Source: an optimization exercise on an open RTL-to-GDS flow (aim: a short achievable clock period and few clock cycles). Production flows keep margins and buffers that such runs may drop.
Only simulation tests tie the RTL to the original design; equivalence was not proved.
Power figures rest on the tool's default switching activity, not on a simulated workload.

--- run.sh ---
#!/bin/bash
# synth_recipe.tcl (not shown) runs the flow's synth.tcl, then flattens the netlist and writes it again
# the make line also repeats each setting of config.mk as NAME=value (left out here)
make -C /OpenROAD-flow-scripts/flow DESIGN_CONFIG=/design/flow/config.mk WORK_HOME=/design/flow/orfs CLKGATE_MAP_FILE= SYNTH_SCRIPT=/design/flow/synth_recipe.tcl finish
--- config.mk ---
export PLATFORM = sky130hd
export DESIGN_NAME = lsp_prev_engine
export DESIGN_NICKNAME = lsp_prev_engine
export VERILOG_FILES = /design/flow/design.v
export SDC_FILE = /design/flow/constraint.sdc
export NUM_CORES = 4
export LEC_CHECK = 0
export CAP_MARGIN = 20
export CORE_MARGIN = 2
export CORE_UTILIZATION = 40
export SLEW_MARGIN = 20
--- constraint.sdc ---
create_clock -name core_clock -period 13.0 [get_ports {clk}]
set_input_delay 2.6000 -clock core_clock [delete_from_list [all_inputs] [get_ports {clk}]]
set_output_delay 2.6000 -clock core_clock [all_outputs]
set_load 0.01 [all_outputs]
--- design.v ---
module l_mac_sat (
  input  logic signed [31:0] i_acc,
  input  logic signed [15:0] i_a,
  input  logic signed [15:0] i_b,
  input  logic               i_sub,
  output logic signed [31:0] o_result
);
  localparam logic signed [31:0] MAX_32 = 32'sh7FFF_FFFF;
  localparam logic signed [31:0] MIN_32 = 32'sh8000_0000;
  localparam logic signed [15:0] MIN_16 = 16'sh8000;
  function automatic logic signed [31:0] L_mult(input logic signed [15:0] a,
                                                input logic signed [15:0] b);
    logic signed [31:0] prod;
    prod = 32'(a) * 32'(b);
    if (a == MIN_16 && b == MIN_16) begin
      L_mult = MAX_32;
    end else begin
      L_mult = {prod[30:0], 1'b0};
    end
  endfunction
  function automatic logic signed [31:0] L_add_sat(input logic signed [31:0] a,
                                                   input logic signed [31:0] b);
    logic signed [31:0] sum;
    sum = a + b;
    if (a[31] == b[31] && sum[31] != a[31]) begin
      L_add_sat = a[31] ? MIN_32 : MAX_32;
    end else begin
      L_add_sat = sum;
    end
  endfunction
  function automatic logic signed [31:0] L_sub_sat(input logic signed [31:0] a,
                                                   input logic signed [31:0] b);
    logic signed [31:0] diff;
    diff = a - b;
    if (a[31] != b[31] && diff[31] != a[31]) begin
      L_sub_sat = a[31] ? MIN_32 : MAX_32;
    end else begin
      L_sub_sat = diff;
    end
  endfunction
  logic signed [31:0] w_prod;
  always_comb begin
    w_prod   = L_mult(i_a, i_b);
    o_result = i_sub ? L_sub_sat(i_acc, w_prod) : L_add_sat(i_acc, w_prod);
  end
endmodule
module lsp_prev_engine
#(
  parameter int M      = 10,
  parameter int NP     = 4,
  parameter int SHIFT  = 3,
  parameter int ADDR_W = 11,
  parameter int DATA_W = 32
) (
  input  logic              clk,
  input  logic              reset,
  input  logic              start,
  input  logic              mode,
  input  logic [ADDR_W-1:0] x_base,
  input  logic [ADDR_W-1:0] g_base,
  input  logic [ADDR_W-1:0] fp_base,
  input  logic [ADDR_W-1:0] fg_base,
  input  logic [ADDR_W-1:0] out_base,
  input  logic [DATA_W-1:0] readIn,
  output logic [ADDR_W-1:0] readAddr,
  output logic [ADDR_W-1:0] writeAddr,
  output logic [DATA_W-1:0] writeOut,
  output logic              writeEn,
  output logic              busy,
  output logic              done
);
  localparam logic signed [31:0] MAX_32 = 32'sh7FFF_FFFF;
  localparam logic signed [31:0] MIN_32 = 32'sh8000_0000;
  localparam logic signed [15:0] MIN_16 = 16'sh8000;
  localparam logic [3:0] ST_IDLE  = 4'd0;
  localparam logic [3:0] ST_RD_X  = 4'd1;
  localparam logic [3:0] ST_RD_G  = 4'd2;
  localparam logic [3:0] ST_RD_FP = 4'd3;
  localparam logic [3:0] ST_RD_FG = 4'd4;
  localparam logic [3:0] ST_MAC   = 4'd5;
  localparam logic [3:0] ST_FIN   = 4'd6;
  localparam logic [3:0] ST_WR    = 4'd7;
  localparam logic [3:0] ST_DONE  = 4'd8;
  localparam logic MODE_EXTRACT = 1'b0;
  localparam logic MODE_COMPOSE = 1'b1;
  function automatic logic signed [31:0] L_mult(input logic signed [15:0] a,
                                                input logic signed [15:0] b);
    logic signed [31:0] prod;
    prod = 32'(a) * 32'(b);
    if (a == MIN_16 && b == MIN_16) begin
      L_mult = MAX_32;
    end else begin
      L_mult = {prod[30:0], 1'b0};
    end
  endfunction
  function automatic logic signed [31:0] L_shl_sat(input logic signed [31:0] x,
                                                   input integer n);
    logic signed [63:0] wide;
    wide = 64'(x) <<< n;
    if (wide > 64'(MAX_32)) begin
      L_shl_sat = MAX_32;
    end else if (wide < 64'(MIN_32)) begin
      L_shl_sat = MIN_32;
    end else begin
      L_shl_sat = wide[31:0];
    end
  endfunction
  localparam int JW = $clog2(M + 1);
  localparam int KW = $clog2(NP + 1);
  localparam logic [JW-1:0] J_LAST = JW'(M - 1);
  localparam logic [KW-1:0] K_LAST = KW'(NP - 1);
  logic [3:0]         r_state;
  logic [3:0]         w_next;
  logic               r_mode;
  logic [JW-1:0]      r_j;
  logic [KW-1:0]      r_k;
  logic [ADDR_W-1:0]  r_idx;
  logic signed [15:0] r_x;
  logic signed [15:0] r_g;
  logic signed [15:0] r_fp;
  logic signed [31:0] r_acc;
  logic signed [31:0] w_macAcc;
  logic signed [15:0] w_macA;
  logic signed [15:0] w_macB;
  logic               w_macSub;
  logic signed [31:0] w_macOut;
  logic signed [31:0] w_finAcc;
  always_ff @(posedge clk) begin
    if (reset) begin
      r_state <= ST_IDLE;
    end else begin
      r_state <= w_next;
    end
  end
  always_comb begin
    w_next = r_state;
    case (r_state)
      ST_IDLE:  w_next = start ? ST_RD_X : ST_IDLE;
      ST_RD_X:  w_next = ST_RD_G;
      ST_RD_G:  w_next = ST_RD_FP;
      ST_RD_FP: w_next = ST_RD_FG;
      ST_RD_FG: w_next = ST_MAC;
      ST_MAC:   w_next = (r_k == K_LAST) ? ST_FIN : ST_RD_FP;
      ST_FIN:   w_next = ST_WR;
      ST_WR:    w_next = (r_j == J_LAST) ? ST_DONE : ST_RD_X;
      ST_DONE:  w_next = ST_IDLE;
      default:  w_next = ST_IDLE;
    endcase
  end
  always_comb begin
    readAddr  = '0;
    writeAddr = '0;
    writeOut  = '0;
    writeEn   = 1'b0;
    busy      = (r_state != ST_IDLE);
    done      = (r_state == ST_DONE);
    case (r_state)
      ST_RD_X:  readAddr = x_base + ADDR_W'(r_j);
      ST_RD_G:  readAddr = g_base + ADDR_W'(r_j);
      ST_RD_FP: readAddr = fp_base + r_idx;
      ST_RD_FG: readAddr = fg_base + r_idx;
      ST_WR: begin
        writeEn   = 1'b1;
        writeAddr = out_base + ADDR_W'(r_j);
        writeOut  = {{(DATA_W-16){r_acc[31]}}, r_acc[31:16]};
      end
      default: ;
    endcase
  end
  always_comb begin
    w_macAcc = r_acc;
    w_macA   = r_fp;
    w_macB   = readIn[15:0];
    w_macSub = (r_mode == MODE_EXTRACT);
    if (r_state == ST_RD_FP) begin
      w_macAcc = '0;
      w_macA   = r_x;
      w_macSub = 1'b0;
    end
  end
  l_mac_sat u_mac (
    .i_acc    (w_macAcc),
    .i_a      (w_macA),
    .i_b      (w_macB),
    .i_sub    (w_macSub),
    .o_result (w_macOut)
  );
  always_comb begin
    w_finAcc = L_shl_sat(L_mult(r_acc[31:16], r_g), SHIFT);
  end
  always_ff @(posedge clk) begin
    if (reset) begin
      r_mode <= MODE_EXTRACT;
      r_j    <= '0;
      r_k    <= '0;
      r_idx  <= '0;
      r_x    <= '0;
      r_g    <= '0;
      r_fp   <= '0;
      r_acc  <= '0;
    end else begin
      case (r_state)
        ST_IDLE: begin
          if (start) begin
            r_mode <= mode;
            r_j    <= '0;
            r_k    <= '0;
            r_idx  <= '0;
          end
        end
        ST_RD_G: r_x <= readIn[15:0];
        ST_RD_FP: begin
          if (r_k == '0) begin
            r_g   <= readIn[15:0];
            r_acc <= (r_mode == MODE_COMPOSE) ? w_macOut : {r_x, 16'h0000};
          end
        end
        ST_RD_FG: r_fp <= readIn[15:0];
        ST_MAC: begin
          r_acc <= w_macOut;
          r_k   <= r_k + 1'b1;
          r_idx <= r_idx + 1'b1;
        end
        ST_FIN: begin
          if (r_mode == MODE_EXTRACT) begin
            r_acc <= w_finAcc;
          end
        end
        ST_WR: begin
          r_k <= '0;
          if (r_j != J_LAST) begin
            r_j <= r_j + 1'b1;
          end
        end
        default: ;
      endcase
    end
  end
endmodule
==> results.yml <==
power:
  intPower_mw: 1.45
  swShare: 0.535
  ir_drop_uv: 131
  p_leak_nw: 15.0
  power_frac_comb: 0.775
  p_clk_frac: 0.094
  p_seq_frac: 0.131
  power_mw: 3.11
  power.density_mw_per_mm2: 94.7
  p_switching_mw: 1.66
timing:
  relSlewSlack: 0.323
  setup_viol: 0
  rsz0062_at_grt: "false"
  fin_ws_ns: 0.668
  finalCritPeriodShare: 0.949
  final.min_clock_period_ns: 12.33
  fin_setup_tns_ns: 0
  tightest_slew_ns: 1.02
  final_max_slew_viol_count: 0
  clock.fmax_mhz: 81.1
  worst_hold_slack_ns: 0.457
  clock_skew_ns: 0.0120
  finalHoldViolCount: 0
detailed_routing:
  drtPass1Iterations: 5
  via_per_inst: 5.22
  drc: 0
  antenna_left: 0
  wl_mm: 84.2
  drtIter0Drc: 1390
  vias: 24611
  avgRoutedWirePerCell_um: 17.9
synthesis:
  synth_ff_type: "dfxtp_1"
  avgSynthCellArea_sq_um: 8.12
  yosys_warnings: 2
  ys_ff_latch: 103
  yosysSeqAreaShare: 0.0686
  async_flop_share: 0
  synth_edf_count: 0
  synth_cells: 3705
  synth_cell_types: 88
  synth_area_sq_mm: 0.0301
  syn_nets: 4560
clock_network:
  numCtsBuffers: 9
  cts_tree: "built"
  insertion_delay_ns: 0.40
  cts_sinks: 103
  post_cts_buffers: 0
  clk_pin_slew_ns: 0.08
  cts_resized: 0
  ctsHoldBuffers: 0
  cts_root_buffer: "clkbuf_16"
  cts-htree-levels: 3
  cts_buffer_depth: 2
floorplanning:
  core_area_sq_mm: 0.0744
  fp.dieH_um: 278
  die_w_um: 278
  io_pins: 148
  row_count: 100
  start_util: 0.404
  dieArea_sq_mm: 0.0774
finish:
  fin_cells: 4715
  final_common_cell: "inv_1"
  layout-drive-gt1-share: 0.0502
  fillers: 7471
  fin_nets: 4595
  syn_to_final_growth_pct: 9.32
  final_cell_mix: "inv_1, nand2_1, fa_1"
global_routing:
  grt_pass1_wl_mm: 137
  groute.usage.overall: 0.222
  antenna_found_initial: 3
  grt_max_degree: 71
  grt_overflow: 0
  grt_pass1_vias: 24858
placement:
  dp_slack_ns: 0.0435
  dp_cells: 4698
  io_buffers: 131
  dpl.hpwl_mm: 68.4
  place_congestion: 0.914
critical_path:
  critPathRequiredTime_ns: 13.26
  cpMaxStageDelayCell: "fa_1"
  cp_slowest_stage_delay_ns: 0.60
  critPathCaptureType: "register"
  critPathArrivalTime_ns: 12.59
  path_class: "primary input to register"
  path_common_cell: "fa_1"
  cp_max_fo: 16
  cp-start-kind: "primary input"
run:
  maxCapViolations: 0
hold_path:
  hold_path.class: "register to register"
run_status:
  status: "no timing/DRC/antenna violations"
## state kept, by name, indices dropped and copies added, names as in the netlist
| register | count |
|---|---|
| r_k | 3 |
| r_state | 4 |
| r_idx | 11 |
| r_mode | 1 |
| r_g | 16 |
| r_x | 16 |
| r_j | 4 |
| r_fp | 16 |
| r_acc | 32 |
## metal layers
metal / up-vias / wire (um) / share of wire / global-route usage
met5: - / 9 / 0.00011 / 0
met4: 2 / 1190 / 0.014 / 0.0409
met3: 74 / 4230 / 0.050 / 0.0191
met2: 589 / 39800 / 0.47 / 0.371
met1: 12272 / 39100 / 0.46 / 0.317
li1: 11674 / - / - / -
## critical path: cells and delay by family
kind            cells  cell delay, ns
fa+ha+maj           9            4.22
compound gates     13            2.93
buf+inv            10            1.78
simple gates        7            0.82
xor+xnor            1            0.21
## worst paths after layout
path | cells past startpoint | startpoint | end | slack, ns
setup / recovery | 40 | readIn[4] | r_acc[12] | 0.67
hold / removal | 2 | r_fp[11] | r_fp[11] | 0.46
setup reg to reg | 45 | r_state[3] | r_acc[4] | 1.25
hold reg to reg | 2 | r_fp[11] | r_fp[11] | 0.46
## synthesized netlist by cell type, drive strengths merged (47+ instances only)
cell	instances	area (sq um)
inv	638	2390
nand2	548	2070
fa	518	10400
ha	246	3080
and2	231	1450
clkbuf	180	677
nor2	180	691
a21oi	179	896
dfxtp	103	2060
xnor2	101	885
o21ai	100	500
nor2b	53	332
nand3	47	240
## stage by stage
step	instance area, sq um	utilization
global route	32900	0.441
floorplan	30100	-
finish	32900	0.441
detailed placement	32500	0.437
global placement	32500	0.437
CTS	32800	0.441
## cell type report
type | instances | area, sq um | share of cell area
multi-input cells | 2745 | 24700 | 0.752
inverters | 638 | 2390 | 0.0729
repair buffers | 243 | 2170 | 0.0661
flip-flops and latches | 103 | 2060 | 0.0627
well taps | 969 | 1210 | 0.0369
clock buffers | 9 | 225 | 0.00685
clock inverters | 7 | 72.6 | 0.00221
diodes | 1 | 2.50 | 0.0000761
## power by group through the flow
| stage | combinational [mW] | sequential [mW] | clock [mW] |
|---|---|---|---|
| CTS | 2.38 | 0.407 | 0.295 |
| detailed placement | 2.37 | 0.414 | 0 |
| finish | 2.41 | 0.409 | 0.291 |
| global route | 2.65 | 0.414 | 0.305 |
| floorplan | 1.68 | 0.368 | 0 |
| global placement | 2.35 | 0.414 | 0 |
## kinds of logic (layout without fill, tap and decap cells)
group                    Yosys count  count (layout)  synth area share
AND/OR/NAND/NOR                 1264            1264             0.204
buffers and inverters            857             897             0.111
adder cells (fa/ha/maj)          765             765             0.448
AO/OA/AOI/OAI                    551             551             0.119
XOR/XNOR                         139             139            0.0405
flip-flops                       103             103            0.0686
multiplexers                      26              26           0.00928
other                              0               1                 0
Testbench counts, summed over its fixed seeds: cycles 31,104.

[re-timing with driven ports]
The results above use ideal ports. As a check the final layout listed here was re-extracted and re-timed, cells and wires unchanged. Step 1 sets driving cells, clkbuf_16 on the clock port and buf_2 on the other inputs (assumed; they add their load-dependent delay and slew). Step 2 times the ports against the registers' clock, not the clock port: input delays grow and output delays shrink by t, the midpoint of the rising clock arrivals with the driver on. Slacks: ideal ports / drivers / drivers and shift; pairs: ideal ports / drivers.
t (ns): 0.448
setup WS [ns]: 0.668 / 0.695 / 0.247
hold slack, ns: 0.457 / 0.457 / 0.457
clock arrival spread, ns: 0.012 / 0.012
After both steps setup and hold are still met in this run. For this run, drivers alone change the setup slack by +0.027 ns; drivers and shift together by -0.421 ns.
